This design comes from an exercise in tuning for small area, a short achievable clock period and few clock cycles per item on the open sky130 flow, not from production work. RTL that was checked went through simulation tests only; none was proved equivalent to the original. Only the layout flow was run in runs 1 to 5; the RTL was not checked for function there. Power is estimated from default activity; no workload was simulated.

==> design/flow/design.v <==
`timescale 1ns / 1ps
module audio_peak_level_meter (
  input  logic        clk,
  input  logic        rst,
  input  logic        cfg_write,
  input  logic [1:0]  cfg_index,
  input  logic [5:0]  cfg_data,
  input  logic        in_valid,
  output logic        in_stall,
  input  logic [7:0]  data_byte,
  input  logic        buffer_end,
  output logic        out_valid,
  input  logic        out_stall,
  output logic [17:0] level_q16,
  output logic [31:0] peak_value
);
  logic [1:0]  szc;
  logic [1:0]  kind;
  logic [2:0]  chl;
  logic        cap;
  logic [1:0]  bpos;
  logic [2:0]  cpos;
  logic [31:0] sh;
  logic        p_sd;    
  logic        p_fd;    
  logic        p_be;    
  logic [31:0] run;
  logic [31:0] bpk;
  logic        bz;
  logic        act;     
  logic [17:0] held;    
  logic        stall;
  logic        accept;
  logic        track;
  logic        sample_done;
  logic        frame_done;
  logic [31:0] mag;
  logic        gt;
  logic [31:0] run_upd;
  logic [31:0] peak;
  logic [17:0] level;
  always_ff @(posedge clk) begin
    if (rst) begin
      szc  <= 2'd2;
      kind <= 2'd0;
      chl  <= 3'd1;
      cap  <= 1'b0;
    end else if (cfg_write) begin
      case (cfg_index)
        2'd0: szc <= (cfg_data == 6'd8)  ? 2'd1 :
                     (cfg_data == 6'd16) ? 2'd2 :
                     (cfg_data == 6'd32) ? 2'd3 : 2'd0;
        2'd1: kind <= cfg_data[1:0];
        2'd2: chl <= (cfg_data[3:0] == 4'd0) ? 3'd0 :
                     cfg_data[3] ? 3'd7 : 3'(cfg_data[2:0] - 3'd1);
        default: cap <= cfg_data[0];
      endcase
    end
  end
  assign stall    = out_valid && out_stall;
  assign in_stall = stall;
  assign accept   = in_valid && !stall;
  assign track    = cap && (szc != 2'd0);
  assign sample_done = (szc == 2'd1) || (szc == 2'd2 && bpos[0]) || (bpos == 2'd3);
  assign frame_done  = (cpos == chl);
  always_ff @(posedge clk) begin
    if (accept) begin
      case (bpos)
        2'd0: sh[7:0]   <= data_byte;
        2'd1: sh[15:8]  <= data_byte;
        2'd2: sh[23:16] <= data_byte;
        default: sh[31:24] <= data_byte;
      endcase
    end
  end
  always_ff @(posedge clk) begin
    if (rst) begin
      bpos <= 2'd0;
      cpos <= 3'd0;
      p_sd <= 1'b0;
      p_fd <= 1'b0;
      p_be <= 1'b0;
    end else if (!stall) begin
      p_sd <= accept && track && sample_done;
      p_fd <= accept && track && sample_done && frame_done;
      p_be <= accept && buffer_end;
      if (accept) begin
        if (buffer_end || szc == 2'd0) begin
          bpos <= 2'd0;
          cpos <= 3'd0;
        end else if (sample_done) begin
          bpos <= 2'd0;
          cpos <= frame_done ? 3'd0 : cpos + 3'd1;
        end else begin
          bpos <= bpos + 2'd1;
        end
      end
    end
  end
  function automatic logic [31:0] float_mag(input logic [31:0] b);
    logic [7:0]  e;
    logic [4:0]  n;
    logic [31:0] w;
    e = b[30:23];
    n = ~e[4:0];
    w = {1'b1, b[22:0], 8'd0};
    if (n[4]) w = {16'd0, w[31:16]};
    if (n[3]) w = {8'd0, w[31:8]};
    if (n[2]) w = {4'd0, w[31:4]};
    if (n[1]) w = {2'd0, w[31:2]};
    if (n[0]) w = {1'd0, w[31:1]};
    if (e[7] && !(e == 8'hff && b[22:0] != 23'd0)) float_mag = 32'hffff_ffff;
    else if (e[7] || e[6:5] != 2'b11) float_mag = 32'd0;
    else float_mag = w;
  endfunction
  function automatic logic [31:0] cond_neg(input logic [31:0] x,
                                           input logic [1:0] sz,
                                           input logic s);
    logic [31:0] low;   
    logic [31:0] r;
    low = x;
    for (int w = 1; w < 32; w = w * 2)
      for (int i = 0; i < 32; i++)
        if ((i / w) % 2 == 1) low[i] = low[i] | low[(i / w) * w - 1];
    low = {low[30:0], 1'b0};
    for (int i = 0; i < 32; i++) begin
      if (i < 8 || (i < 16 && sz != 2'd1) || sz == 2'd3)
        r[i] = x[i] ^ (s & low[i]);
      else
        r[i] = 1'b0;
    end
    r[8]  = r[8]  | (sz == 2'd1 && s && x[6:0] == 7'd0);
    r[16] = r[16] | (sz == 2'd2 && s && x[14:0] == 15'd0);
    cond_neg = r;
  endfunction
  function automatic logic greater(input logic [31:0] a, input logic [31:0] b);
    logic [31:0] g;
    logic [31:0] e;
    g = a & ~b;
    e = ~(a ^ b);
    for (int w = 1; w < 32; w = w * 2) begin
      for (int i = 0; i < 32; i = i + 2 * w) begin
        g[i] = g[i + w] | (e[i + w] & g[i]);
        e[i] = e[i + w] & e[i];
      end
    end
    greater = g[0];
  endfunction
  logic sgn;
  always_comb begin
    sgn = (kind == 2'd0) && ((szc == 2'd1) ? sh[7] : (szc == 2'd2) ? sh[15] : sh[31]);
    if (kind == 2'd2 && szc == 2'd3) mag = float_mag(sh);
    else if (kind[1]) mag = 32'd0;
    else mag = cond_neg(sh, szc, sgn);
    gt      = greater(mag, run);
    run_upd = gt ? mag : run;
    peak    = p_fd ? run_upd : (bz ? 32'd0 : bpk);
  end
  always_ff @(posedge clk) begin
    if (rst) begin
      run       <= 32'd0;
      bz        <= 1'b1;
      out_valid <= 1'b0;
      held      <= 18'd0;
    end else if (!stall) begin
      if (out_valid && act) held <= level;
      if (p_be) begin
        run       <= 32'd0;
        bz        <= 1'b1;
        out_valid <= 1'b1;
      end else begin
        out_valid <= 1'b0;
        if (p_sd) run <= run_upd;
        if (p_fd) bz <= 1'b0;
      end
    end
  end
  always_ff @(posedge clk) begin
    if (!stall) begin
      if (p_be) begin
        bpk <= peak;
        act <= track;
      end else if (p_fd) begin
        bpk <= run_upd;
      end
    end
  end
  function automatic logic [17:0] level_of(input logic [31:0] p,
                                           input logic [1:0] sz,
                                           input logic uns);
    logic        z;     
    logic        one;   
    logic        sat;
    logic [15:0] q;
    case ({sz, uns})
      3'b010: begin z = &p[6:0];  sat = p[8];  q = {p[6:0], p[6:0], p[6:5]}; end
      3'b011: begin z = &p[7:0];  sat = 1'b0;  q = {p[7:0], p[7:0]}; end
      3'b100: begin z = &p[14:0]; sat = p[16]; q = {p[14:0], p[14]}; end
      3'b101: begin z = &p[15:0]; sat = 1'b0;  q = p[15:0]; end
      3'b110: begin z = &p[30:0]; sat = p[31] & p[0]; q = p[30:15]; end
      default: begin z = &p[31:0]; sat = 1'b0; q = p[31:16]; end
    endcase
    one = z | (sz == 2'd3 && !uns && p[31]);
    if (sat) level_of = 18'h20000;
    else level_of = {1'b0, one, z ? 16'd0 : q};
  endfunction
  assign level      = level_of(bpk, szc, kind == 2'd1);
  assign level_q16  = act ? level : held;
  assign peak_value = bpk;
endmodule
==> design/flow/run.sh <==
#!/bin/bash
# synth_recipe.tcl (not shown) runs the flow's synth.tcl, then flattens the netlist and writes it again
# the make line also repeats each setting of config.mk as NAME=value (left out here)
make -C /OpenROAD-flow-scripts/flow DESIGN_CONFIG=/design/flow/config.mk WORK_HOME=/design/flow/orfs CLKGATE_MAP_FILE= SYNTH_SCRIPT=/design/flow/synth_recipe.tcl finish
==> design/flow/config.mk <==
export PLATFORM = sky130hd
export DESIGN_NAME = audio_peak_level_meter
export DESIGN_NICKNAME = audio_peak_level_meter
export VERILOG_FILES = /design/flow/design.v
export SDC_FILE = /design/flow/constraint.sdc
export NUM_CORES = 4
export LEC_CHECK = 0
export CAP_MARGIN = 20
export CORE_MARGIN = 2
export CORE_UTILIZATION = 40
export SLEW_MARGIN = 20
==> design/flow/constraint.sdc <==
create_clock -name core_clock -period 9.0 [get_ports {clk}]
set_input_delay 1.8000 -clock core_clock [delete_from_list [all_inputs] [get_ports {clk}]]
set_output_delay 1.8000 -clock core_clock [all_outputs]
set_load 0.01 [all_outputs]
==> flow_metrics.py, run 1 <==
metrics = {
    "status": {
        "outcome": "finished clean",
    },
    "global_route": {
        "track_usage": 0.2628,
        "grt_max_degree": 47,
        "grt_pass1_vias": 9513,
        "grt_pass1_wl_microns": 55030,
        "antenna_found_initial": 0,
        "overflow": 0,
    },
    "clock_tree": {
        "cts_inserted_buffers": 17,
        "cts-hold-fix-buffers": 0,
        "h-tree-depth": 4,
        "post_cts_buffers": 0,
        "clock_path_buffers": 2,
        "clk_latency_ns": 0.43,
        "cts_sinks": 133,
        "cts_root_buffer": "clkbuf_16",
        "clk_pin_slew_ns": 0.06,
        "cts-resized-gates": 0,
        "cts_tree": "done",
    },
    "sta": {
        "max_freq_mhz": 157.1,
        "finalSetupViolCount": 0,
        "grt_setup_unrepaired": "no",
        "fin_ws_ns": 2.636,
        "min_period_ns": 6.364,
        "fin_tns_setup_ns": 0,
        "fin_crit_sh": 0.7072,
        "finalHoldViolations": 0,
        "skew_ns": 0.01187,
        "max_slew_margin": 0.3091,
        "slew_viol_final": 0,
        "worst_pin_slew_ns": 1.034,
        "hold_slack_ns": 0.4583,
    },
    "floorplanning": {
        "core_area_sq_um": 25330,
        "start_util": 0.4100,
        "die_x_microns": 165.1,
        "fp.dieArea_sq_um": 27260,
        "ios": 74,
        "num_rows": 58,
        "die_height_microns": 165.1,
    },
    "drt": {
        "wirelength_microns": 35730,
        "drt_first_pass_iters": 6,
        "drtAntennaViolNets": 0,
        "viasPerCell": 6.588,
        "drc": 0,
        "drt_first_iter_violations": 1457,
        "wl_per_cell_microns": 22.94,
        "vias": 10260,
    },
    "yosys": {
        "ys_warn_count": 1,
        "synth_edf_count": 65,
        "synth_area_leaders": "edfxtp_1 (19%), dfxtp_1 (13%), ha_1 (4.6%)",
        "async_flop_share": 0,
        "synth_top_area_share": 0.1880,
        "post-synth-top-area-cell": "edfxtp_1",
        "syn_nets": 1270,
        "avgSynthCellArea_sq_um": 8.582,
        "synth_common_cells": "a21oi_1 (93), clkbuf_1 (81), dfxtp_1 (68)",
        "seq_area_frac_synth": 0.3191,
        "syn_area_sq_um": 10380,
        "syn_inst": 1210,
        "synth_flop_cell": "dfxtp_1",
        "ys_types": 80,
        "synth.most_common_cell": "a21oi_1",
        "synth_seq_cells": 133,
    },
    "critical_path": {
        "arrival_ns": 6.67,
        "critPathMaxFanout": 45,
        "critPathLaunchType": "flop",
        "worstSetupPathType": "reg -> reg",
        "cp.required_ns": 9.30,
        "critPathCaptureType": "flop",
    },
    "final_layout": {
        "diodes": 0,
        "drive_gt1_frac": 0.09780,
        "fin_nets": 1275,
        "final_cell_count_no_fill": 1557,
        "area_growth_pct": 14.57,
    },
    "place": {
        "pre_cts_ws_ns": 2.788,
        "routabilityCongestion": 0.9578,
        "dp_hpwl_microns": 25290,
        "place_inst": 1526,
        "port_buffers": 73,
    },
    "worst_hold_path": {
        "hold_path_class": "reg -> reg",
    },
    "power_and_ir_drop": {
        "ir_worst_vdd_v": 0.0001259,
        "p_leak_uw": 0.004019,
        "power_per_cell_area_nw_per_um2": 141.6,
    },
    "run": {
        "drv_cap": 0,
    },
}
## layout make-up
cell class / count / area, sq um
multi-input cells: 905 / 6400
clock inverters: 9 / 137.6
inverters: 62 / 232.7
well taps: 330 / 412.9
flip-flops and latches: 133 / 3313
repair buffers: 96 / 903.4
fillers: 2464 / 13430
clock buffers: 22 / 496.7
## path summary, 6_finish.rpt
check	start	cells after the start	end	slack [ns]
hold reg to reg	held[9]	2	held[9]	0.46
setup reg to reg	sh[24]	17	run[22]	2.64
setup / recovery	sh[24]	17	run[22]	2.64
hold / removal	held[9]	2	held[9]	0.46
## routing by layer
layer,vias up,routed length (microns),GRT usage
li1,4706,-,-
met1,4959,15840,0.3662
met2,518,16170,0.4131
met3,75,2727,0.03696
met4,0,988,0.09960
met5,-,0,0
## critical path: stages (launching register included)
cell and delay, ns:
edfxtp_1 0.33, buf_4 0.41, clkinv_1 0.59, nor3_2 0.46, a31oi_4 0.19, nor2_1 0.68
buf_4 0.30, a31oi_1 0.11, or2_2 0.28, ha_1 0.29, nand2_1 0.05, or3_1 0.41
or3_1 0.45, a2111oi_4 0.61, buf_4 0.42, o41ai_4 0.11, buf_4 0.29, o2bb2ai_1 0.18
## power breakdown
part	total (uW)	switching [uW]	leakage, uW	internal (uW)
combinational	234	142	0.00254	92.8
clock	772	294	0.000307	478
sequential	679	27.6	0.00117	651
## flip-flops by register name (all words and copies together) (netlist names), 2 cells and up
signal,flops
bpk,32
bpos,2
chl,3
cpos,3
held,18
kind,2
run,32
sh,32
szc,2
## logic make-up after synthesis
logic type	synth area share
AND/OR/NAND/NOR	0.1977
buffers and inverters	0.06808
XOR/XNOR	0.005904
multiplexers	0.07615
adder cells (fa/ha/maj)	0.04579
AO/OA/AOI/OAI	0.2873
flip-flops	0.3191
## cell usage in the layout, fill, tap and decap left out, drive strengths merged, types with 27 or more instances in the layout
cell	n
a21oi	93
o21ai	84
clkdlybuf4s50	73
dfxtp	68
nand3	66
edfxtp	65
nor2	63
inv	63
nand2	62
nor3	39
ha	38
o2bb2ai	37
mux2i	34
nor4	27
## metrics by stage
step / instance area (sq um) / total power (uW) / utilization
2_1_floorplan: 10380 / 835.0 / -
3_3_place_gp: 11260 / 920.0 / 0.4446
3_5_place_dp: 11260 / 921.8 / 0.4446
4_1_cts: 11890 / 1687 / 0.4696
5_1_grt: 11900 / 1743 / 0.4697
6_report: 11900 / 1685 / 0.4697
==> inputs of run 2 (changes only) <==
--- a/design/flow/design.v
+++ b/design/flow/design.v
@@ -29,9 +29,13 @@
   logic        bz;
   logic        act;     
   logic [17:0] held;    
+  logic        cv_fmt;  
+  logic        cv_sh;   
+  logic [4:0]  cnt;
   logic        stall;
   logic        accept;
   logic        track;
+  logic        fl;
   logic        sample_done;
   logic        frame_done;
   logic [31:0] mag;
@@ -57,10 +61,11 @@
       endcase
     end
   end
-  assign stall    = out_valid && out_stall;
+  assign stall    = (out_valid && out_stall) || ((cv_fmt || cv_sh) && (p_fd || p_be));
   assign in_stall = stall;
   assign accept   = in_valid && !stall;
   assign track    = cap && (szc != 2'd0);
+  assign fl       = (kind == 2'd2) && (szc == 2'd3);
   assign sample_done = (szc == 2'd1) || (szc == 2'd2 && bpos[0]) || (bpos == 2'd3);
   assign frame_done  = (cpos == chl);
   always_ff @(posedge clk) begin
@@ -97,22 +102,6 @@
       end
     end
   end
-  function automatic logic [31:0] float_mag(input logic [31:0] b);
-    logic [7:0]  e;
-    logic [4:0]  n;
-    logic [31:0] w;
-    e = b[30:23];
-    n = ~e[4:0];
-    w = {1'b1, b[22:0], 8'd0};
-    if (n[4]) w = {16'd0, w[31:16]};
-    if (n[3]) w = {8'd0, w[31:8]};
-    if (n[2]) w = {4'd0, w[31:4]};
-    if (n[1]) w = {2'd0, w[31:2]};
-    if (n[0]) w = {1'd0, w[31:1]};
-    if (e[7] && !(e == 8'hff && b[22:0] != 23'd0)) float_mag = 32'hffff_ffff;
-    else if (e[7] || e[6:5] != 2'b11) float_mag = 32'd0;
-    else float_mag = w;
-  endfunction
   function automatic logic [31:0] cond_neg(input logic [31:0] x,
                                            input logic [1:0] sz,
                                            input logic s);
@@ -146,12 +135,14 @@
     end
     greater = g[0];
   endfunction
-  logic sgn;
   always_comb begin
-    sgn = (kind == 2'd0) && ((szc == 2'd1) ? sh[7] : (szc == 2'd2) ? sh[15] : sh[31]);
-    if (kind == 2'd2 && szc == 2'd3) mag = float_mag(sh);
-    else if (kind[1]) mag = 32'd0;
-    else mag = cond_neg(sh, szc, sgn);
+    if (fl)
+      mag = (sh[30:23] == 8'hff && sh[22:0] != 23'd0) ? 32'd0 : {1'b0, sh[30:0]};
+    else if (kind[1])
+      mag = 32'd0;
+    else
+      mag = cond_neg(sh, szc, kind == 2'd0 &&
+                     ((szc == 2'd1) ? sh[7] : (szc == 2'd2) ? sh[15] : sh[31]));
     gt      = greater(mag, run);
     run_upd = gt ? mag : run;
     peak    = p_fd ? run_upd : (bz ? 32'd0 : bpk);
@@ -162,21 +153,43 @@
       bz        <= 1'b1;
       out_valid <= 1'b0;
       held      <= 18'd0;
+      cv_fmt    <= 1'b0;
+      cv_sh     <= 1'b0;
+    end else begin
+      if (!stall) begin
+        if (out_valid && act) held <= level;
+        if (p_be) begin
+          run       <= 32'd0;
+          bz        <= 1'b1;
+          out_valid <= !(fl && track);
+          cv_fmt    <= fl && track;
+        end else begin
+          out_valid <= 1'b0;
+          if (p_sd) run <= run_upd;
+          if (p_fd) bz <= 1'b0;
+        end
+      end
+      if (cv_fmt) begin
+        cv_fmt <= 1'b0;
+        cv_sh  <= 1'b1;
+      end
+      if (cv_sh && cnt == 5'd0) begin
+        cv_sh     <= 1'b0;
+        out_valid <= 1'b1;
+      end
+    end
+  end
+  always_ff @(posedge clk) begin
+    if (cv_fmt) begin
+      bpk <= bpk[30] ? 32'hffff_ffff :
+             (bpk[29:28] == 2'b11) ? {1'b1, bpk[22:0], 8'd0} : 32'd0;
+      cnt <= (!bpk[30] && bpk[29:28] == 2'b11) ? ~bpk[27:23] : 5'd0;
+    end else if (cv_sh) begin
+      if (cnt != 5'd0) begin
+        bpk <= {1'b0, bpk[31:1]};
+        cnt <= cnt - 5'd1;
+      end
     end else if (!stall) begin
-      if (out_valid && act) held <= level;
-      if (p_be) begin
-        run       <= 32'd0;
-        bz        <= 1'b1;
-        out_valid <= 1'b1;
-      end else begin
-        out_valid <= 1'b0;
-        if (p_sd) run <= run_upd;
-        if (p_fd) bz <= 1'b0;
-      end
-    end
-  end
-  always_ff @(posedge clk) begin
-    if (!stall) begin
       if (p_be) begin
         bpk <= peak;
         act <= track;
==> flow_metrics.py, run 2 <==
metrics = {
    "clock_tree": {
        "cts_root_buffer": "clkbuf_16",
        "cts-hold-fix-buffers": 0,
        "clk_latency_ns": 0.43,
        "cts_sinks": 140,
        "post_cts_buffers": 0,
        "clk_pin_slew_ns": 0.07,
        "h-tree-depth": 4,
        "clock_path_buffers": 2,
        "cts_inserted_buffers": 17,
        "cts-resized-gates": 0,
        "cts_tree": "done",
    },
    "yosys": {
        "synth_top_area_share": 0.2307,
        "avgSynthCellArea_sq_um": 9.499,
        "synth_seq_cells": 140,
        "ys_warn_count": 1,
        "synth.most_common_cell": "nor2_1",
        "synth_edf_count": 70,
        "syn_inst": 959,
        "ys_types": 76,
        "synth_flop_cell": "edfxtp_1",
        "synth_common_cells": "nor2_1 (72), dfxtp_1 (70), edfxtp_1 (70)",
        "async_flop_share": 0,
        "post-synth-top-area-cell": "edfxtp_1",
        "synth_area_leaders": "edfxtp_1 (23%), dfxtp_1 (15%), ha_1 (5.5%)",
        "seq_area_frac_synth": 0.3846,
        "syn_nets": 1021,
        "syn_area_sq_um": 9110,
    },
    "drt": {
        "wl_per_cell_microns": 20.54,
        "drt_first_pass_iters": 8,
        "viasPerCell": 6.012,
        "drt_first_iter_violations": 644,
        "drtAntennaViolNets": 0,
        "drc": 0,
        "vias": 7798,
        "wirelength_microns": 26640,
    },
    "final_layout": {
        "final_cell_count_no_fill": 1297,
        "area_growth_pct": 16.43,
        "diodes": 0,
        "final_common_cell": "clkdlybuf4s50_1",
        "top_regs": "bpk: 32 flops, run: 32 flops, sh: 32 flops",
        "final_cell_mix": "clkdlybuf4s50_1 (73), nor2_1 (72), edfxtp_1 (70), dfxtp_1 (70), inv_1 (50)",
        "nFillCells": 2100,
        "fin_nets": 1061,
        "drive_gt1_frac": 0.09585,
    },
    "global_route": {
        "overflow": 0,
        "track_usage": 0.2233,
        "antenna_found_initial": 0,
        "grt_max_degree": 51,
        "grt_pass1_vias": 7200,
        "grt_pass1_wl_microns": 41950,
    },
    "power_and_ir_drop": {
        "power_per_cell_area_nw_per_um2": 155.2,
        "p_leak_uw": 0.003843,
        "ir_worst_vdd_v": 0.0001149,
    },
    "run": {
        "drv_cap": 0,
    },
    "sta": {
        "fin_tns_setup_ns": 0,
        "grt_setup_unrepaired": "no",
        "fin_crit_sh": 0.6702,
        "min_period_ns": 6.032,
        "skew_ns": 0.009455,
        "finalHoldViolations": 0,
        "worst_pin_slew_ns": 1.031,
        "finalSetupViolCount": 0,
        "max_slew_margin": 0.3098,
        "slew_viol_final": 0,
        "max_freq_mhz": 165.8,
    },
    "critical_path": {
        "cp.required_ns": 9.15,
        "worstSetupPathType": "reg -> reg",
        "critPathLaunchType": "flop",
        "critPathCaptureType": "flop",
        "arrival_ns": 6.18,
        "critPathMaxFanout": 50,
    },
    "floorplanning": {
        "fp.dieArea_sq_um": 24000,
        "num_rows": 55,
        "die_x_microns": 154.9,
        "die_height_microns": 154.9,
        "start_util": 0.4048,
        "ios": 74,
        "core_area_sq_um": 22500,
    },
    "place": {
        "place_inst": 1265,
        "port_buffers": 73,
        "routabilityCongestion": 0.8462,
        "dp_hpwl_microns": 19510,
    },
    "status": {
        "outcome": "finished clean",
    },
    "worst_hold_path": {
        "hold_path_class": "reg -> reg",
    },
}
[run 2: metal layers]
metal	routed length, microns	GRT usage	part of all wire
met1	12510	0.3195	0.47
met2	12130	0.3437	0.46
met3	1403	0.03788	0.053
met4	595	0.07319	0.022
met5	0	0	0
[run 2: report_power, final]
group	switching [uW]	total (uW)	internal (uW)
Clock	297	710	413
Sequential	27.3	714	687
Combinational	125	222	96.6
Total	450	1650	1200
[run 2: final cells by class]
class,instances,area [sq um],area share
multi-input cells,700,5125,0.4832
flip-flops and latches,140,3503,0.3303
repair buffers,87,835.8,0.07880
clock buffers,17,425.4,0.04011
well taps,285,356.6,0.03362
inverters,53,198.9,0.01876
clock inverters,15,161.4,0.01522
[run 2: worst paths after layout]
check	slack [ns]	startpoint	depth (start not counted)	endpoint
setup / recovery	2.97	szc[0]	15	bpk[18]
hold / removal	0.45	held[8]	2	held[8]
setup reg to reg	2.97	szc[0]	15	bpk[18]
hold reg to reg	0.45	held[8]	2	held[8]
[run 2: per-stage QoR]
step	instance area [sq um]	util	power (uW)	setup slack, ns	hold WS [ns]
finish	10610	0.4713	1646	2.968	0.4478
global route	10610	0.4713	1708	2.468	0.4774
CTS	10610	0.4713	1658	3.026	0.4494
detailed placement	10020	0.4453	948.2	3.044	0.4402
global placement	10020	0.4453	946.9	3.199	0.4340
floorplan	9110	-	866.3	4.644	0.4250
[run 2: critical path: stages (launching register included)]
cell      delay, ns
dfxtp_1        0.31
buf_4          0.45
mux2i_1        0.15
mux2i_1        0.71
nand2_1        0.73
or4_1          0.72
o211ai_2       0.13
ha_1           0.30
a41o_1         0.24
a21o_1         0.18
a211o_1        0.30
a21o_1         0.21
a21oi_4        0.49
buf_4          0.45
mux2i_1        0.26
o21ai_0        0.12
[run 2: kinds of logic (layout without fill, tap and decap cells)]
group                      after synthesis  in the layout  share of synthesized area
buffers and inverters                  119            172                    0.05398
and+or+nand+nor                        279            279                     0.1600
muxes                                   70             70                    0.08611
DFF                                    140            140                     0.3846
xor gates and xnor gates                16             16                    0.01538
AOI/OAI and AO/OA                      295            295                     0.2450
adders and majority gates               40             40                    0.05494
==> inputs of run 3 (changes only) <==
--- a/design/flow/config.mk
+++ b/design/flow/config.mk
@@ -8,4 +8,5 @@
 export CAP_MARGIN = 20
 export CORE_MARGIN = 2
 export CORE_UTILIZATION = 40
+export SETUP_SLACK_MARGIN = 4
 export SLEW_MARGIN = 20
==> flow_metrics.py, run 3 <==
metrics = {
    "status": {
        "outcome": "finished clean",
    },
    "clock_tree": {
        "cts_root_buffer": "clkbuf_16",
        "cts-hold-fix-buffers": 0,
        "h-tree-depth": 4,
        "clk_latency_ns": 0.43,
        "cts_sinks": 140,
        "cts_inserted_buffers": 17,
        "clk_pin_slew_ns": 0.07,
        "clock_path_buffers": 2,
        "cts_tree": "done",
    },
    "power_and_ir_drop": {
        "power_per_cell_area_nw_per_um2": 151.4,
        "p_leak_uw": 0.003996,
        "ir_worst_vdd_v": 0.0001159,
        "fin_total_pwr_uw": 1658,
    },
    "critical_path": {
        "worstSetupPathType": "reg -> out",
        "arrival_ns": 3.15,
        "critPathLaunchType": "flop",
        "path_buf_inv": 1,
        "critPathCaptureType": "output port",
        "critPathMaxFanout": 16,
        "slowest_stage": "edfxtp_1",
        "reg2reg_slack_ns": 4.30,
        "path_delay_family": "compound AO/OA/AOI/OAI gates",
        "crit_chain": "nand4_1 > o41ai_2 > o2111ai_1 > a211oi_1 > or2_4 > a21oi_1 > mux2_2 > clkdlybuf4s50_1",
        "cp.required_ns": 7.20,
        "slowest_delay_ns": 0.56,
    },
    "place": {
        "routabilityCongestion": 0.8462,
        "port_buffers": 73,
        "dp_hpwl_microns": 19510,
    },
    "floorplanning": {
        "core_area_sq_um": 22500,
        "ios": 74,
        "start_util": 0.4048,
        "die_x_microns": 154.9,
        "fp.dieArea_sq_um": 24000,
        "num_rows": 55,
        "die_height_microns": 154.9,
    },
    "yosys": {
        "synth_top_area_share": 0.2307,
        "ys_types": 76,
        "syn_area_sq_um": 9110,
        "seq_area_frac_synth": 0.3846,
        "synth_edf_count": 70,
        "syn_nets": 1021,
        "ys_warn_count": 1,
        "synth_area_leaders": "edfxtp_1 (23%), dfxtp_1 (15%), ha_1 (5.5%)",
        "synth_flop_cell": "edfxtp_1",
        "synth.most_common_cell": "nor2_1",
        "synth_common_cells": "nor2_1 (72), dfxtp_1 (70), edfxtp_1 (70)",
        "syn_inst": 959,
        "synth_seq_cells": 140,
        "avgSynthCellArea_sq_um": 9.499,
        "post-synth-top-area-cell": "edfxtp_1",
        "async_flop_share": 0,
    },
    "final_layout": {
        "area_growth_pct": 20.22,
        "drive_gt1_frac": 0.1337,
        "top_regs": "bpk: 32 flops, run: 32 flops, sh: 32 flops",
        "final_core_util": 0.4867,
        "fin_nets": 1081,
        "final_cell_mix": "clkdlybuf4s50_1 (71), edfxtp_1 (70), nor2_1 (69), dfxtp_1 (68), inv_1 (50)",
        "final_common_cell": "clkdlybuf4s50_1",
        "diodes": 0,
        "nFillCells": 2073,
    },
    "sta": {
        "finalHoldViolations": 0,
        "fin_crit_sh": 0.5503,
        "skew_ns": 0.01139,
        "worst_pin_slew_ns": 0.9267,
        "fin_tns_setup_ns": 0,
        "max_freq_mhz": 201.9,
        "max_slew_margin": 0.3822,
        "finalSetupViolCount": 0,
        "slew_viol_final": 0,
        "min_period_ns": 4.953,
        "grt_setup_unrepaired": "yes",
    },
    "drt": {
        "drc": 0,
        "routed-wl-met3_microns": 1539,
        "wl_per_cell_microns": 20.53,
        "wirelength_microns": 27040,
        "wl_met2_microns": 12320,
        "drtAntennaViolNets": 0,
        "maxUsedRoutingLayer": "met4",
        "vias": 7914,
        "drt_first_pass_iters": 5,
        "viasPerCell": 6.009,
        "drt-met1-wl_microns": 12580,
        "drt_first_iter_violations": 656,
    },
    "global_route": {
        "overflow": 0,
        "grt_pass1_vias": 7269,
        "track_usage": 0.2266,
        "grt_max_degree": 51,
        "grt_pass1_wl_microns": 42510,
        "antenna_found_initial": 0,
    },
    "run": {
        "drv_cap": 0,
    },
    "worst_hold_path": {
        "hold_path_class": "reg -> reg",
    },
}
-- run 3: final cells by class --
type	instances	area, sq um	share of cell area
Multi-Input combinational cell	700	5255	0.4798
Sequential cell	140	3508	0.3203
Timing Repair Buffer	107	1031	0.09414
Clock buffer	17	425.4	0.03884
Tap cell	285	356.6	0.03256
Inverter	53	214.0	0.01954
Clock inverter	15	161.4	0.01474
-- run 3: worst min-delay path, cell delays in order, from the launching register on --
cell and delay, ns:
dfxtp_1 0.31, nand2_1 0.05, o21ai_1 0.05
-- run 3: timing repair --
item | 4_1_cts | 5_1_grt
endpoints found under the setup margin | 82 | 81
buffers inserted | 14 | 6
gates resized for setup | 25 | 21
pin swaps | 1 | 1
endpoints found under the hold margin | 0 | 0
-- run 3: through the flow --
| stage | instances | area (sq um) | hold slack (ns) | setup slack, ns |
|---|---|---|---|---|
| 2_1_floorplan | 959 | 9110 | 0.4250 | 4.644 |
| 3_3_place_gp | 1265 | 10020 | 0.4340 | 3.199 |
| 3_5_place_dp | 1265 | 10020 | 0.4402 | 3.044 |
| 4_1_cts | 1311 | 10810 | 0.4494 | 3.989 |
| 5_1_grt | 1317 | 10950 | 0.4774 | 3.943 |
| 6_report | 1317 | 10950 | 0.4478 | 4.047 |
-- run 3: where the power goes --
group	switching [uW]	internal, uW
sequential	24.5	687
combinational	133	103
clock	298	413
total	456	1200
-- run 3: kinds of logic after synthesis --
kind of cell | synth area share
flops | 0.3846
xor+xnor | 0.01538
simple gates | 0.1600
compound gates | 0.2450
mux | 0.08611
fa+ha+maj | 0.05494
buf+inv | 0.05398
-- run 3: path summary, 6_finish.rpt --
path            from            end  depth (start not counted)
max          bpk[18]  level_q16[14]                          8
min reg2reg  held[8]        held[8]                          2
max reg2reg    sh[0]        run[16]                         16
min          held[8]        held[8]                          2
-- run 3: routing by layer --
metal / global-route usage / up-vias
li1: - / 3800
met1: 0.3243 / 3786
met2: 0.3486 / 284
met3: 0.03900 / 44
met4: 0.07363 / 0
met5: 0 / -
==> inputs of run 4 (changes only) <==
--- a/design/flow/config.mk
+++ b/design/flow/config.mk
@@ -8,5 +8,5 @@
 export CAP_MARGIN = 20
 export CORE_MARGIN = 2
 export CORE_UTILIZATION = 40
-export SETUP_SLACK_MARGIN = 4
+export SETUP_SLACK_MARGIN = 5
 export SLEW_MARGIN = 20
==> flow_metrics.py, run 4 <==
metrics = {
    "floorplanning": {
        "ios": 74,
        "fp.dieArea_sq_um": 24000,
        "num_rows": 55,
        "die_x_microns": 154.9,
        "core_area_sq_um": 22500,
        "start_util": 0.4048,
        "die_height_microns": 154.9,
    },
    "sta": {
        "finalHoldViolations": 0,
        "slew_viol_final": 0,
        "finalSetupViolCount": 0,
        "max_slew_margin": 0.3810,
        "worst_pin_slew_ns": 0.9286,
        "min_period_ns": 4.519,
        "fin_crit_sh": 0.5021,
        "fin_ws_ns": 4.481,
        "max_freq_mhz": 221.3,
        "grt_setup_unrepaired": "yes",
        "skew_ns": 0.008699,
        "fin_tns_setup_ns": 0,
    },
    "critical_path": {
        "critPathCaptureType": "output port",
        "cp.required_ns": 7.20,
        "worstSetupPathType": "reg -> out",
        "critPathLaunchType": "flop",
        "reg2reg_depth": 19,
        "reg2reg_slack_ns": 4.62,
        "arrival_ns": 2.72,
        "reg2reg_to": "run[12]",
        "critPathMaxFanout": 4,
        "timing.rr.start": "sh[5]",
    },
    "yosys": {
        "synth_seq_cells": 140,
        "ys_warn_count": 1,
        "synth_flop_cell": "edfxtp_1",
        "synth.most_common_cell": "nor2_1",
        "syn_area_sq_um": 9110,
        "synth_area_leaders": "edfxtp_1 (23%), dfxtp_1 (15%), ha_1 (5.5%)",
        "seq_area_frac_synth": 0.3846,
        "syn_inst": 959,
        "syn_nets": 1021,
        "synth_edf_count": 70,
        "synth_top_area_share": 0.2307,
        "async_flop_share": 0,
        "synth_common_cells": "nor2_1 (72), dfxtp_1 (70), edfxtp_1 (70)",
        "ys_types": 76,
        "avgSynthCellArea_sq_um": 9.499,
        "post-synth-top-area-cell": "edfxtp_1",
    },
    "power_and_ir_drop": {
        "ir_worst_vdd_v": 0.0001028,
        "power_per_cell_area_nw_per_um2": 131.4,
        "p_leak_uw": 0.005207,
    },
    "global_route": {
        "grt_pass1_wl_microns": 50990,
        "antenna_found_initial": 1,
        "grt_pass1_vias": 8773,
        "track_usage": 0.2736,
        "overflow": 0,
        "grt_max_degree": 33,
    },
    "worst_hold_path": {
        "hold_path_class": "reg -> reg",
        "worstHoldStart": "held[8]",
        "whs_endpoint": "held[8]",
        "min_path_cells": 2,
    },
    "drt": {
        "viasPerCell": 6.403,
        "wl_met2_microns": 17050,
        "wl_per_cell_microns": 24.71,
        "drt_first_iter_violations": 932,
        "maxUsedRoutingLayer": "met4",
        "wirelength_microns": 35820,
        "drc": 0,
        "drt_first_pass_iters": 8,
        "drtAntennaViolNets": 0,
        "routed-wl-met3_microns": 2709,
        "drt-met1-wl_microns": 14070,
        "vias": 9285,
    },
    "clock_tree": {
        "h-tree-depth": 4,
        "clk_latency_ns": 0.44,
        "clk_pin_slew_ns": 0.06,
        "cts_sinks": 140,
        "cts_tree": "done",
        "cts_inserted_buffers": 17,
        "cts_root_buffer": "clkbuf_16",
        "cts-hold-fix-buffers": 0,
        "clock_path_buffers": 2,
    },
    "final_layout": {
        "fin_nets": 1214,
        "final_core_util": 0.6147,
        "final_common_cell": "buf_4",
        "diodes": 0,
        "area_growth_pct": 51.83,
        "fin_area_sq_um": 13830,
        "nFillCells": 1649,
        "final_cell_mix": "buf_4 (110), edfxtp_1 (70), dfxtp_1 (66), clkdlybuf4s50_1 (53)",
        "multi_input_area_sq_um": 6613,
        "register_area_sq_um": 3518,
        "drive_gt1_frac": 0.3691,
        "top_regs": "bpk: 32 flops, run: 32 flops, sh: 32 flops",
    },
    "place": {
        "dpl_cell_area_sq_um": 10030,
        "port_buffers": 73,
        "pre_cts_ws_ns": 2.793,
        "routabilityCongestion": 0.8413,
        "dp_hpwl_microns": 19460,
    },
    "run": {
        "drv_cap": 0,
    },
    "status": {
        "outcome": "finished clean",
    },
}
==> run 4: changes by cell type in the layout (fill, tap and decap cells not counted), moves of 16 or more <==
cell | previous run | this run
buf_4 | 29 | 110
mux2i_4 | 1 | 17
o2bb2ai_1 | 22 | 1
nor2_1 | 69 | 50
o21ai_1 | 9 | 32
mux2i_1 | 47 | 22
o21ai_0 | 47 | 19
buf_6 | 1 | 40
clkdlybuf4s50_1 | 71 | 53
==> run 4: cell type report <==
cell class / count / area share
Multi-Input combinational cell: 704 / 0.4781
Tap cell: 285 / 0.02578
Timing Repair Buffer: 236 / 0.1839
Inverter: 53 / 0.01655
Sequential cell: 140 / 0.2544
Clock inverter: 12 / 0.005970
Clock buffer: 20 / 0.03537
==> run 4: metrics by stage <==
stage,hold slack (ns),power (uW),cells
final,0.4469,1818,1450
after CTS,0.4472,1744,1416
after floorplan,0.4250,868.7,959
after detailed placement,0.4389,948.4,1264
after global routing,0.4786,1867,1450
after global placement,0.4350,946.2,1264
==> run 4: routing by layer <==
metal	vias to the layer above	track usage
li1	4085	-
met2	556	0.4434
met1	4500	0.3490
met5	-	0
met3	144	0.05599
met4	0	0.1349
==> run 4: how the worst max path moves through the flow <==
stage                        from            end  slack, ns  depth (start not counted)
after floorplan             sh[0]        bpk[29]       4.98                         15
after global placement     szc[0]        bpk[29]       2.92                         15
after detailed placement   szc[0]        bpk[29]       2.79                         15
after CTS                 bpk[28]   level_q16[0]       4.54                          9
after global routing      bpk[26]  level_q16[12]       4.42                          9
final                     bpk[26]  level_q16[12]       4.48                          9
==> run 4: worst max-delay path, cell delays in order, from the launching register on <==
cell       delay, ns
edfxtp_1        0.40
nand4_1         0.12
o41ai_2         0.44
o2111ai_2       0.20
a211oi_2        0.33
or2_4           0.22
buf_6           0.14
nor2_2          0.05
mux2_4          0.26
buf_6           0.12
==> run 4: logic make-up after synthesis <==
kind of cell,share of synthesized area
xor gates and xnor gates,0.01538
DFF,0.3846
adders and majority gates,0.05494
AOI/OAI and AO/OA,0.2450
and+or+nand+nor,0.1600
muxes,0.08611
buffers and inverters,0.05398
==> run 4: what timing repair did <==
action | in CTS | in global routing
cloned | 16 | 1
resized for setup | 329 | 110
endpoints found under the setup margin | 83 | 83
pin swaps | 54 | 62
buffers inserted | 104 | 33
==> run 4: power by group <==
part           switching [uW]  internal [uW]
combinational             210            204
clock                     302            393
sequential               22.5            686
==> inputs of run 5 (changes only) <==
--- a/design/flow/design.v
+++ b/design/flow/design.v
@@ -143,7 +143,7 @@
     else
       mag = cond_neg(sh, szc, kind == 2'd0 &&
                      ((szc == 2'd1) ? sh[7] : (szc == 2'd2) ? sh[15] : sh[31]));
-    gt      = greater(mag, run);
+    gt = mag > run;
     run_upd = gt ? mag : run;
     peak    = p_fd ? run_upd : (bz ? 32'd0 : bpk);
   end
==> flow_metrics.py, run 5 <==
metrics = {
    "status": {
        "outcome": "finished clean",
    },
    "drt": {
        "wl_per_cell_microns": 21.68,
        "drt_first_pass_iters": 6,
        "wirelength_microns": 30530,
        "drc": 0,
        "drtAntennaViolNets": 0,
        "vias": 8637,
        "drt_first_iter_violations": 1043,
        "viasPerCell": 6.134,
    },
    "final_layout": {
        "register_area_sq_um": 3518,
        "fin_area_sq_um": 11970,
        "final_cell_mix": "nand2_1 (101), inv_1 (71), buf_4 (71), edfxtp_1 (70), dfxtp_1 (66)",
        "multi_input_area_sq_um": 5366,
        "nFillCells": 1866,
        "final_core_util": 0.5517,
        "area_growth_pct": 36.08,
        "final_common_cell": "nand2_1",
        "drive_gt1_frac": 0.2456,
        "fin_nets": 1178,
        "final_cell_count_no_fill": 1408,
        "diodes": 0,
        "top_regs": "bpk: 32 flops, run: 32 flops, sh: 32 flops",
    },
    "global_route": {
        "track_usage": 0.2499,
        "overflow": 0,
        "grt_max_degree": 60,
        "grt_pass1_wl_microns": 46170,
        "grt_pass1_vias": 8154,
        "antenna_found_initial": 0,
    },
    "sta": {
        "min_period_ns": 4.429,
        "skew_ns": 0.01420,
        "finalSetupViolCount": 0,
        "fin_tns_setup_ns": 0,
        "slew_viol_final": 0,
        "finalHoldViolations": 0,
        "worst_pin_slew_ns": 1.017,
        "max_freq_mhz": 225.8,
        "fin_crit_sh": 0.4921,
        "grt_setup_unrepaired": "yes",
        "max_slew_margin": 0.3221,
    },
    "clock_tree": {
        "clk_pin_slew_ns": 0.07,
        "clk_latency_ns": 0.44,
        "cts_sinks": 140,
        "cts-hold-fix-buffers": 0,
        "cts_tree": "done",
        "cts_inserted_buffers": 17,
        "cts_root_buffer": "clkbuf_16",
        "h-tree-depth": 4,
        "clock_path_buffers": 2,
    },
    "yosys": {
        "syn_inst": 968,
        "ys_warn_count": 1,
        "synth_edf_count": 70,
        "synth_top_area_share": 0.2390,
        "synth_flop_cell": "edfxtp_1",
        "syn_area_sq_um": 8793,
        "async_flop_share": 0,
        "synth.most_common_cell": "nand2_1",
        "synth_area_leaders": "edfxtp_1 (24%), dfxtp_1 (16%), ha_1 (5.8%)",
        "ys_types": 70,
        "avgSynthCellArea_sq_um": 9.084,
        "synth_seq_cells": 140,
        "seq_area_frac_synth": 0.3984,
        "synth_common_cells": "nand2_1 (105), inv_1 (73), dfxtp_1 (70), edfxtp_1 (70), o21ai_0 (60)",
        "post-synth-top-area-cell": "edfxtp_1",
        "syn_nets": 1031,
    },
    "place": {
        "place_inst": 1277,
        "dp_hpwl_microns": 19080,
        "dpl_cell_area_sq_um": 9751,
        "port_buffers": 73,
        "routabilityCongestion": 0.8949,
    },
    "worst_hold_path": {
        "hold_path_class": "reg -> reg",
        "whs_endpoint": "held[4]",
        "min_path_cells": 2,
        "worstHoldStart": "held[4]",
    },
    "critical_path": {
        "critPathMaxFanout": 15,
        "worstSetupPathType": "reg -> reg",
        "arrival_ns": 4.60,
        "timing.rr.start": "kind[1]",
        "cp.required_ns": 9.18,
        "critPathLaunchType": "flop",
        "reg2reg_to": "bpk[14]",
        "reg2reg_depth": 19,
        "reg2reg_slack_ns": 4.57,
        "critPathCaptureType": "flop",
    },
    "floorplanning": {
        "start_util": 0.4054,
        "fp.dieArea_sq_um": 23190,
        "core_area_sq_um": 21690,
        "num_rows": 54,
        "ios": 74,
        "die_x_microns": 152.3,
        "die_height_microns": 152.3,
    },
    "run": {
        "drv_cap": 0,
    },
    "power_and_ir_drop": {
        "power_per_cell_area_nw_per_um2": 140.5,
        "p_leak_uw": 0.004503,
        "ir_worst_vdd_v": 0.00009869,
    },
}
-- run 5: how the worst max path moves through the flow --
stage                         start        to  slack [ns]  cells after the start
after floorplan           out_stall  in_stall        4.95                      4
after global placement       sh[10]   run[12]        3.43                     15
after detailed placement     sh[10]    run[7]        3.26                     15
after CTS                     sh[2]    bpk[1]        4.73                     14
after global routing          sh[0]   bpk[14]        4.49                     18
final                       kind[1]   bpk[14]        4.57                     19
-- run 5: final cells by class --
| type | instances | share of cell area |
|---|---|---|
| sequential | 140 | 0.2940 |
| multi-input combinational | 704 | 0.4485 |
| tap | 280 | 0.02928 |
| clock buffer | 18 | 0.03670 |
| timing repair buffer | 179 | 0.1578 |
| inverter | 73 | 0.02363 |
| clock inverter | 14 | 0.01014 |
-- run 5: repair_timing --
item | CTS | global route
gates cloned | 14 | 4
buffers inserted | 67 | 14
setup endpoints to repair | 83 | 82
gates resized for setup | 197 | 31
pin swaps | 48 | 14
-- run 5: cells by family (layout without fill, tap and decap cells) --
group | after synthesis | count (layout) | share of synthesized area
simple gates | 282 | 286 | 0.1569
compound gates | 328 | 330 | 0.2657
fa+ha+maj | 41 | 41 | 0.05834
flops | 140 | 140 | 0.3984
buf+inv | 130 | 284 | 0.06076
xor+xnor | 18 | 18 | 0.01793
mux | 29 | 29 | 0.04197
-- run 5: worst max-delay path, cell delays in order, from the launching register on --
cell and delay [ns]:
dfxtp_4 0.34, buf_4 0.15, nor2_1 0.34, o2111a_2 0.46, buf_4 0.20, o41ai_2 0.09, a21o_1 0.21, nand2_1 0.09
o31ai_2 0.13, ha_1 0.35, nand4_1 0.20, o211ai_1 0.26, o221ai_1 0.17, o2111ai_2 0.14, o21ai_4 0.12, buf_6 0.14
buf_16 0.13, nor2b_4 0.13, buf_8 0.16, a221o_1 0.35
-- run 5: report_power, final --
group / total, uW / switching, uW / internal [uW]
combinational: 290 / 157 / 133
sequential: 708 / 23.1 / 685
clock: 683 / 312 / 371
-- run 5: stage by stage --
stage                     power, uW  setup WS (ns)  hold slack (ns)
after detailed placement      934.0          3.257           0.4418
after global placement        932.9          3.434           0.4347
after floorplan               853.9          4.953           0.4250
after global routing           1735          4.490           0.4787
after CTS                      1657          4.735           0.4573
final                          1681          4.571           0.4524
-- run 5: per-layer routing --
metal  part of all wire  wire [microns]  up-vias  track usage
met5                  0               0        -            0
met4              0.036            1107        0       0.1050
met2               0.47           14390      454       0.4121
met1               0.42           12820     4100       0.3245
met3              0.072            2208       98      0.04380
li1                   -               -     3985            -
==> inputs of run 6 (changes only) <==
--- a/design/flow/design.v
+++ b/design/flow/design.v
@@ -27,8 +27,8 @@
   logic [31:0] run;
   logic [31:0] bpk;
   logic        bz;
-  logic        act;     
-  logic [17:0] held;    
+  logic [17:0] lvl;     
+  logic        lp;      
   logic        cv_fmt;  
   logic        cv_sh;   
   logic [4:0]  cnt;
@@ -39,7 +39,6 @@
   logic        sample_done;
   logic        frame_done;
   logic [31:0] mag;
-  logic        gt;
   logic [31:0] run_upd;
   logic [31:0] peak;
   logic [17:0] level;
@@ -61,7 +60,7 @@
       endcase
     end
   end
-  assign stall    = (out_valid && out_stall) || ((cv_fmt || cv_sh) && (p_fd || p_be));
+  assign stall    = (out_valid && out_stall) || ((cv_fmt || cv_sh || lp) && (p_fd || p_be));
   assign in_stall = stall;
   assign accept   = in_valid && !stall;
   assign track    = cap && (szc != 2'd0);
@@ -122,19 +121,6 @@
     r[16] = r[16] | (sz == 2'd2 && s && x[14:0] == 15'd0);
     cond_neg = r;
   endfunction
-  function automatic logic greater(input logic [31:0] a, input logic [31:0] b);
-    logic [31:0] g;
-    logic [31:0] e;
-    g = a & ~b;
-    e = ~(a ^ b);
-    for (int w = 1; w < 32; w = w * 2) begin
-      for (int i = 0; i < 32; i = i + 2 * w) begin
-        g[i] = g[i + w] | (e[i + w] & g[i]);
-        e[i] = e[i + w] & e[i];
-      end
-    end
-    greater = g[0];
-  endfunction
   always_comb begin
     if (fl)
       mag = (sh[30:23] == 8'hff && sh[22:0] != 23'd0) ? 32'd0 : {1'b0, sh[30:0]};
@@ -143,8 +129,7 @@
     else
       mag = cond_neg(sh, szc, kind == 2'd0 &&
                      ((szc == 2'd1) ? sh[7] : (szc == 2'd2) ? sh[15] : sh[31]));
-    gt = mag > run;
-    run_upd = gt ? mag : run;
+    run_upd = (mag > run) ? mag : run;
     peak    = p_fd ? run_upd : (bz ? 32'd0 : bpk);
   end
   always_ff @(posedge clk) begin
@@ -152,30 +137,35 @@
       run       <= 32'd0;
       bz        <= 1'b1;
       out_valid <= 1'b0;
-      held      <= 18'd0;
+      lvl       <= 18'd0;
+      lp        <= 1'b0;
       cv_fmt    <= 1'b0;
       cv_sh     <= 1'b0;
     end else begin
       if (!stall) begin
-        if (out_valid && act) held <= level;
         if (p_be) begin
-          run       <= 32'd0;
-          bz        <= 1'b1;
-          out_valid <= !(fl && track);
-          cv_fmt    <= fl && track;
+          run    <= 32'd0;
+          bz     <= 1'b1;
+          lp     <= !(fl && track);
+          cv_fmt <= fl && track;
         end else begin
-          out_valid <= 1'b0;
           if (p_sd) run <= run_upd;
           if (p_fd) bz <= 1'b0;
         end
+        if (out_valid) out_valid <= 1'b0;
       end
       if (cv_fmt) begin
         cv_fmt <= 1'b0;
         cv_sh  <= 1'b1;
       end
       if (cv_sh && cnt == 5'd0) begin
-        cv_sh     <= 1'b0;
+        cv_sh <= 1'b0;
+        lp    <= 1'b1;
+      end
+      if (lp) begin
+        lp        <= 1'b0;
         out_valid <= 1'b1;
+        if (track) lvl <= level;
       end
     end
   end
@@ -190,12 +180,8 @@
         cnt <= cnt - 5'd1;
       end
     end else if (!stall) begin
-      if (p_be) begin
-        bpk <= peak;
-        act <= track;
-      end else if (p_fd) begin
-        bpk <= run_upd;
-      end
+      if (p_be) bpk <= peak;
+      else if (p_fd) bpk <= run_upd;
     end
   end
   function automatic logic [17:0] level_of(input logic [31:0] p,
@@ -218,6 +204,6 @@
     else level_of = {1'b0, one, z ? 16'd0 : q};
   endfunction
   assign level      = level_of(bpk, szc, kind == 2'd1);
-  assign level_q16  = act ? level : held;
+  assign level_q16  = lvl;
   assign peak_value = bpk;
 endmodule
--- a/design/flow/config.mk
+++ b/design/flow/config.mk
@@ -8,5 +8,5 @@
 export CAP_MARGIN = 20
 export CORE_MARGIN = 2
 export CORE_UTILIZATION = 40
-export SETUP_SLACK_MARGIN = 5
+export SETUP_SLACK_MARGIN = 4
 export SLEW_MARGIN = 20
==> flow_metrics.py, run 6 <==
metrics = {
    "status": {
        "outcome": "finished clean",
    },
    "sta": {
        "grt_setup_unrepaired": "no",
        "finalHoldViolations": 0,
        "slew_viol_final": 0,
        "finalSetupViolCount": 0,
        "fin_ws_ns": 4.266,
        "worst_pin_slew_ns": 1.031,
        "min_period_ns": 4.734,
        "fin_crit_sh": 0.5260,
        "max_slew_margin": 0.3104,
        "fin_tns_setup_ns": 0,
        "skew_ns": 0.01036,
        "max_freq_mhz": 211.2,
    },
    "clock_tree": {
        "cts_tree": "done",
        "cts_root_buffer": "clkbuf_16",
        "clk_latency_ns": 0.42,
        "cts_sinks": 140,
        "clock_path_buffers": 2,
        "clk_pin_slew_ns": 0.06,
        "cts-hold-fix-buffers": 0,
        "cts_inserted_buffers": 17,
        "h-tree-depth": 4,
    },
    "place": {
        "routabilityCongestion": 0.8508,
        "pre_cts_ws_ns": 3.528,
        "port_buffers": 73,
        "place_inst": 1248,
        "dp_hpwl_microns": 18420,
    },
    "drt": {
        "vias": 7755,
        "drtAntennaViolNets": 0,
        "wl_per_cell_microns": 19.77,
        "drc": 0,
        "drt_first_pass_iters": 6,
        "viasPerCell": 6.035,
        "wirelength_microns": 25400,
        "drt_first_iter_violations": 474,
    },
    "floorplanning": {
        "num_rows": 53,
        "start_util": 0.4095,
        "fp.dieArea_sq_um": 22850,
        "die_height_microns": 151.2,
        "core_area_sq_um": 21150,
        "ios": 74,
        "die_x_microns": 151.2,
    },
    "power_and_ir_drop": {
        "p_leak_uw": 0.003746,
        "intPower_uw": 1178,
        "seq_power_share": 0.449,
        "p_clk_frac": 0.453,
        "ir_worst_vdd_v": 0.0001176,
        "switching_share": 0.2489,
        "power_per_cell_area_nw_per_um2": 152.7,
        "combPwrFrac": 0.098,
        "power_switching_uw": 390.3,
        "fin_total_pwr_uw": 1568,
    },
    "yosys": {
        "synth_area_leaders": "edfxtp_1 (24%), dfxtp_1 (16%), ha_1 (5.9%)",
        "synth_edf_count": 69,
        "ys_warn_count": 1,
        "synth_seq_cells": 140,
        "synth.most_common_cell": "nand2_1",
        "post-synth-top-area-cell": "edfxtp_1",
        "synth_top_area_share": 0.2392,
        "syn_inst": 946,
        "syn_nets": 1009,
        "syn_area_sq_um": 8663,
        "seq_area_frac_synth": 0.4032,
        "avgSynthCellArea_sq_um": 9.158,
        "synth_flop_cell": "dfxtp_1",
        "async_flop_share": 0,
        "ys_types": 79,
        "synth_common_cells": "nand2_1 (96), dfxtp_1 (71), edfxtp_1 (69)",
    },
    "global_route": {
        "grt_max_degree": 42,
        "grt_pass1_vias": 7282,
        "track_usage": 0.2281,
        "overflow": 0,
        "grt_pass1_wl_microns": 40120,
        "antenna_found_initial": 0,
    },
    "run": {
        "drv_cap": 0,
    },
    "critical_path": {
        "slowest_stage": "or4_4",
        "crit_chain": "or4_4 > nor4_2 > a21oi_2 > nor2_4 > buf_4 > a21oi_1 > o22ai_1 > ha_1 > nand4_1 > nor4_1 > nand3_1 > o21ai_2 > buf_6 > mux2i_1 > o21ai_0",
        "path_delay_family": "simple AND/OR/NAND/NOR gates",
        "critPathMaxFanout": 17,
        "cp.required_ns": 9.16,
        "arrival_ns": 4.89,
        "slowest_delay_ns": 0.60,
        "reg2reg_slack_ns": 4.27,
        "critPathLaunchType": "flop",
        "critPathCaptureType": "flop",
        "worstSetupPathType": "reg -> reg",
        "path_buf_inv": 2,
    },
    "final_layout": {
        "final_cell_mix": "nand2_1 (95), clkdlybuf4s50_1 (72), dfxtp_1 (71), edfxtp_1 (69), o21ai_0 (59)",
        "final_common_cell": "nand2_1",
        "drive_gt1_frac": 0.09802,
        "final_cell_count_no_fill": 1285,
        "fin_nets": 1060,
        "top_regs": "bpk: 32 flops, run: 32 flops, sh: 32 flops",
        "area_growth_pct": 18.53,
        "diodes": 0,
    },
    "worst_hold_path": {
        "hold_path_class": "reg -> reg",
    },
}
run 6: stage by stage:
stage,hold WS [ns],utilization,instance area [sq um]
after global placement,0.4365,0.4530,9583
final,0.4511,0.4854,10270
after detailed placement,0.4445,0.4530,9583
after CTS,0.4589,0.4835,10230
after global routing,0.4719,0.4854,10270
after floorplan,0.4379,-,8663
run 6: what timing repair did:
action                                 in CTS  in global routing
gates resized for setup                     7                 11
pin swaps                                   1                  0
endpoints found under the hold margin       0                  0
setup endpoints to repair                  63                 63
setup buffers                               5                  0
run 6: area by class of cell:
type | instances | area [sq um]
repair buffers | 91 | 875.8
fillers | 2011 | 10890
clock inverters | 9 | 108.9
inverters | 59 | 221.5
clock buffers | 23 | 479.2
multi-input cells | 688 | 4746
flip-flops and latches | 140 | 3493
well taps | 275 | 344.1
run 6: cells by family (layout without fill, tap and decap cells):
group	Yosys count	after routing	share of synthesized area
flops	140	140	0.4032
mux	31	31	0.04174
buf+inv	118	182	0.05575
xor+xnor	15	15	0.01516
compound gates	304	304	0.2527
simple gates	297	297	0.1722
fa+ha+maj	41	41	0.05921
run 6: path summary, 6_finish.rpt:
check               from  endpoint  cells past startpoint
hold / removal    lvl[0]    lvl[0]                      2
setup / recovery  sh[16]   bpk[13]                     15
setup reg to reg  sh[16]   bpk[13]                     15
hold reg to reg   lvl[0]    lvl[0]                      2
run 6: worst register-to-register path, stage by stage (launching register included):
cell,delay (ns)
edfxtp_1,0.48
or4_4,0.60
nor4_2,0.37
a21oi_2,0.21
nor2_4,0.15
buf_4,0.16
a21oi_1,0.04
o22ai_1,0.35
ha_1,0.23
nand4_1,0.15
nor4_1,0.56
nand3_1,0.20
o21ai_2,0.18
buf_6,0.28
mux2i_1,0.34
o21ai_0,0.14
run 6: layer usage:
| layer | wire, microns | global-route usage | vias up |
|---|---|---|---|
| met5 | 0 | 0 | - |
| met4 | 680 | 0.08505 | 0 |
| met3 | 1584 | 0.04217 | 59 |
| met2 | 11440 | 0.3618 | 313 |
| met1 | 11690 | 0.3109 | 3681 |
| li1 | - | - | 3702 |
run 6: power groups by stage:
stage | Clock, uW | Sequential [uW] | Combinational [uW]
floorplan | 0 | 708 | 101
global placement | 0 | 716 | 149
detailed placement | 0 | 716 | 151
CTS | 719 | 703 | 152
global route | 751 | 705 | 171
finish | 710 | 704 | 153
Testbench counts of run 6, summed over its fixed seeds: cycles 44,189, bytes 43,768.
==> inputs of run 7 (changes only) <==
--- a/design/flow/config.mk
+++ b/design/flow/config.mk
@@ -8,5 +8,5 @@
 export CAP_MARGIN = 20
 export CORE_MARGIN = 2
 export CORE_UTILIZATION = 40
-export SETUP_SLACK_MARGIN = 4
+export SETUP_SLACK_MARGIN = 5
 export SLEW_MARGIN = 20
==> flow_metrics.py, run 7 <==
metrics = {
    "place": {
        "port_buffers": 73,
        "place_inst": 1246,
        "dp_hpwl_microns": 18500,
        "pre_cts_ws_ns": 2.820,
        "routabilityCongestion": 0.8779,
    },
    "worst_hold_path": {
        "hold_path_class": "reg -> reg",
    },
    "critical_path": {
        "path_delay_family": "compound AO/OA/AOI/OAI gates",
        "reg2reg_depth": 15,
        "reg2reg_slack_ns": 4.75,
        "path_buf_inv": 3,
        "reg2reg_to": "bpk[14]",
        "crit_path_end": "bpk[14]",
        "slowest_stage": "or3_4",
        "critPathLaunchType": "flop",
        "arrival_ns": 4.43,
        "worstSetupPathType": "reg -> reg",
        "timing.rr.start": "sh[11]",
        "crit_cells": 15,
        "slowest_delay_ns": 0.46,
        "cp_common_cell": "buf_6",
        "critPathCaptureType": "flop",
        "cp.required_ns": 9.17,
        "critPathMaxFanout": 6,
        "critPathLaunch": "sh[11]",
        "crit_chain": "or3_4 > nor4_4 > a21oi_4 > buf_6 > o211ai_1 > ha_1 > nand4_1 > nor2_1 > a221o_1 > o31a_1 > o21ai_4 > buf_6 > buf_12 > mux2i_4 > o21ai_1",
    },
    "drt": {
        "drtAntennaViolNets": 0,
        "drt_first_iter_violations": 876,
        "vias": 8261,
        "drt_first_pass_iters": 5,
        "wirelength_microns": 27920,
        "wl_per_cell_microns": 20.68,
        "drc": 0,
        "viasPerCell": 6.119,
    },
    "power_and_ir_drop": {
        "p_leak_uw": 0.004150,
        "intPower_uw": 1160,
        "p_clk_frac": 0.424,
        "seq_power_share": 0.446,
        "combPwrFrac": 0.130,
        "switching_share": 0.2642,
        "ir_worst_vdd_v": 0.0001246,
        "power_per_cell_area_nw_per_um2": 138.2,
        "power_switching_uw": 416.5,
    },
    "final_layout": {
        "drive_gt1_frac": 0.2028,
        "final_cell_count_no_fill": 1350,
        "top_regs": "bpk: 32 flops, run: 32 flops, sh: 32 flops",
        "final_common_cell": "nand2_1",
        "final_core_util": 0.5391,
        "final_cell_mix": "nand2_1 (93), clkdlybuf4s50_1 (71), edfxtp_1 (69), dfxtp_1 (69), buf_4 (68)",
        "diodes": 0,
        "area_growth_pct": 31.64,
        "fin_nets": 1125,
    },
    "yosys": {
        "syn_inst": 946,
        "synth_compound_area_frac": 0.2527,
        "synth_edf_count": 69,
        "synth_flop_cell": "dfxtp_1",
        "seq_area_frac_synth": 0.4032,
        "avgSynthCellArea_sq_um": 9.158,
        "synth_seq_cells": 140,
        "muxShareOfSynthArea": 0.04174,
        "ys_warn_count": 1,
        "post-synth-top-area-cell": "edfxtp_1",
        "async_flop_share": 0,
        "synth.most_common_cell": "nand2_1",
        "synth_common_cells": "nand2_1 (96), dfxtp_1 (71), edfxtp_1 (69)",
        "synth_area_leaders": "edfxtp_1 (24%), dfxtp_1 (16%), ha_1 (5.9%)",
        "synthSimpleGateAreaFrac": 0.1722,
        "syn_nets": 1009,
        "ys_types": 79,
        "syn_area_sq_um": 8663,
        "synthAdderAreaFrac": 0.05921,
        "synth_top_family_by_area": "compound AO/OA/AOI/OAI gates",
        "synth_xor_area_frac": 0.01516,
        "synth_top_area_share": 0.2392,
    },
    "clock_tree": {
        "cts_root_buffer": "clkbuf_16",
        "cts_sinks": 140,
        "clock_path_buffers": 2,
        "cts_inserted_buffers": 17,
        "clk_latency_ns": 0.43,
        "h-tree-depth": 4,
        "clk_pin_slew_ns": 0.06,
        "cts_tree": "done",
    },
    "sta": {
        "max_slew_margin": 0.3002,
        "worst_pin_slew_ns": 1.046,
        "skew_ns": 0.007813,
        "min_period_ns": 4.254,
        "slew_viol_final": 0,
        "fin_crit_sh": 0.4726,
        "max_freq_mhz": 235.1,
        "fin_ws_ns": 4.746,
        "finalHoldViolations": 0,
        "grt_setup_unrepaired": "yes",
        "finalSetupViolCount": 0,
        "fin_tns_setup_ns": 0,
    },
    "floorplanning": {
        "die_height_microns": 151.2,
        "die_x_microns": 151.2,
        "fp.dieArea_sq_um": 22850,
        "start_util": 0.4095,
        "num_rows": 53,
        "core_area_sq_um": 21150,
        "ios": 74,
    },
    "global_route": {
        "grt_max_degree": 42,
        "grt_pass1_vias": 7515,
        "track_usage": 0.2444,
        "overflow": 0,
        "antenna_found_initial": 0,
        "grt_pass1_wl_microns": 42890,
    },
    "run": {
        "drv_cap": 0,
    },
    "status": {
        "outcome": "finished clean",
    },
}
[run 7: cell counts after synthesis]
Identical to the previous run, type by type.
[run 7: cell type report]
class / count / area [sq um]
tap: 275 / 344.1
timing repair buffer: 153 / 1461
sequential: 140 / 3496
multi-input combinational: 691 / 5329
clock buffer: 21 / 450.4
clock inverter: 11 / 96.34
fill: 1884 / 9749
inverter: 59 / 227.7
[run 7: logic make-up (layout without fill, tap and decap cells)]
kind of cell,Yosys count,in the layout
AOI/OAI and AO/OA,304,305
xor gates and xnor gates,15,15
adders and majority gates,41,41
buffers and inverters,118,244
DFF,140,140
muxes,31,31
and+or+nand+nor,297,299
[run 7: how the worst min path moves through the flow]
stage                     endpoint    start  cells after the start  slack, ns
after global routing        lvl[3]   lvl[3]                      2       0.48
after global placement     lvl[15]  lvl[15]                      2       0.43
after floorplan                 bz       bz                      2       0.44
after CTS                   lvl[9]   lvl[9]                      2       0.46
after detailed placement    lvl[9]   lvl[9]                      2       0.44
final                       lvl[9]   lvl[9]                      2       0.45
[run 7: what timing repair did]
action	CTS	global route
gates cloned	4	1
gates resized for setup	104	33
setup endpoints to repair	65	65
setup buffers	49	18
hold buffers	0	0
pin swaps	56	12
[run 7: worst min-delay path: stages, from the launching register on]
cell     delay (ns)
dfxtp_1        0.32
nand2_1        0.04
o21ai_0        0.06
[run 7: routing by layer]
metal  GRT usage  part of all wire  vias up
li1            -                 -     3846
met1      0.3279              0.44     3968
met3     0.04217             0.067       63
met5           0                 0        -
met4     0.08271             0.026        0
met2      0.4005              0.47      384
[run 7: power groups by stage]
| stage | logic, uW | registers (uW) | clock network (uW) |
|---|---|---|---|
| 2_1_floorplan | 101 | 708 | 0 |
| 3_3_place_gp | 149 | 716 | 0 |
| 3_5_place_dp | 150 | 716 | 0 |
| 4_1_cts | 185 | 702 | 675 |
| 5_1_grt | 223 | 703 | 698 |
| 6_report | 205 | 703 | 668 |
[run 7: stage by stage]
stage	cell area, sq um	total power [uW]	hold slack (ns)
floorplan	8688	809.0	0.4379
global placement	9584	865.3	0.4338
detailed placement	9585	866.6	0.4427
CTS	11050	1561	0.4566
global route	11400	1625	0.4787
finish	11400	1576	0.4528

==> re-timing with driven ports <==
The results above use ideal ports. As a check the final layouts listed here were re-extracted and re-timed, cells and wires unchanged. Step 1: set_driving_cell puts a clkbuf_16 on clk and a buf_2 on each other input, an assumption about the parent block. Step 2 adds t to the input delays and takes it off the output delays; t is the mean of the earliest and latest rising clock arrival at the registers after step 1. Input paths then give back, and output paths get back, about the clock's delay inside the block. Three values: no drivers, after step 1, after step 2; two values: the first two.
run | t (ns) | setup WS [ns] | hold slack, ns | pins driven straight from the clock port
run 1 | 0.470 | 2.636 / 2.636 / 2.636 | 0.458 / 0.458 / 0.458 | 1
run 2 | 0.468 | 2.968 / 2.968 / 2.968 | 0.448 / 0.448 / 0.448 | 1
run 3 | 0.473 | 4.047 / 4.002 / 4.177 | 0.448 / 0.448 / 0.448 | 1
run 4 | 0.478 | 4.481 / 4.435 / 4.623 | 0.447 / 0.447 / 0.447 | 1
run 5 | 0.476 | 4.571 / 4.571 / 4.571 | 0.452 / 0.452 / 0.452 | 1
run 6 | 0.463 | 4.266 / 4.266 / 4.266 | 0.451 / 0.451 / 0.451 | 1
run 7 | 0.475 | 4.746 / 4.746 / 4.746 | 0.453 / 0.453 / 0.453 | 1
After both steps setup and hold are still met in every run listed.
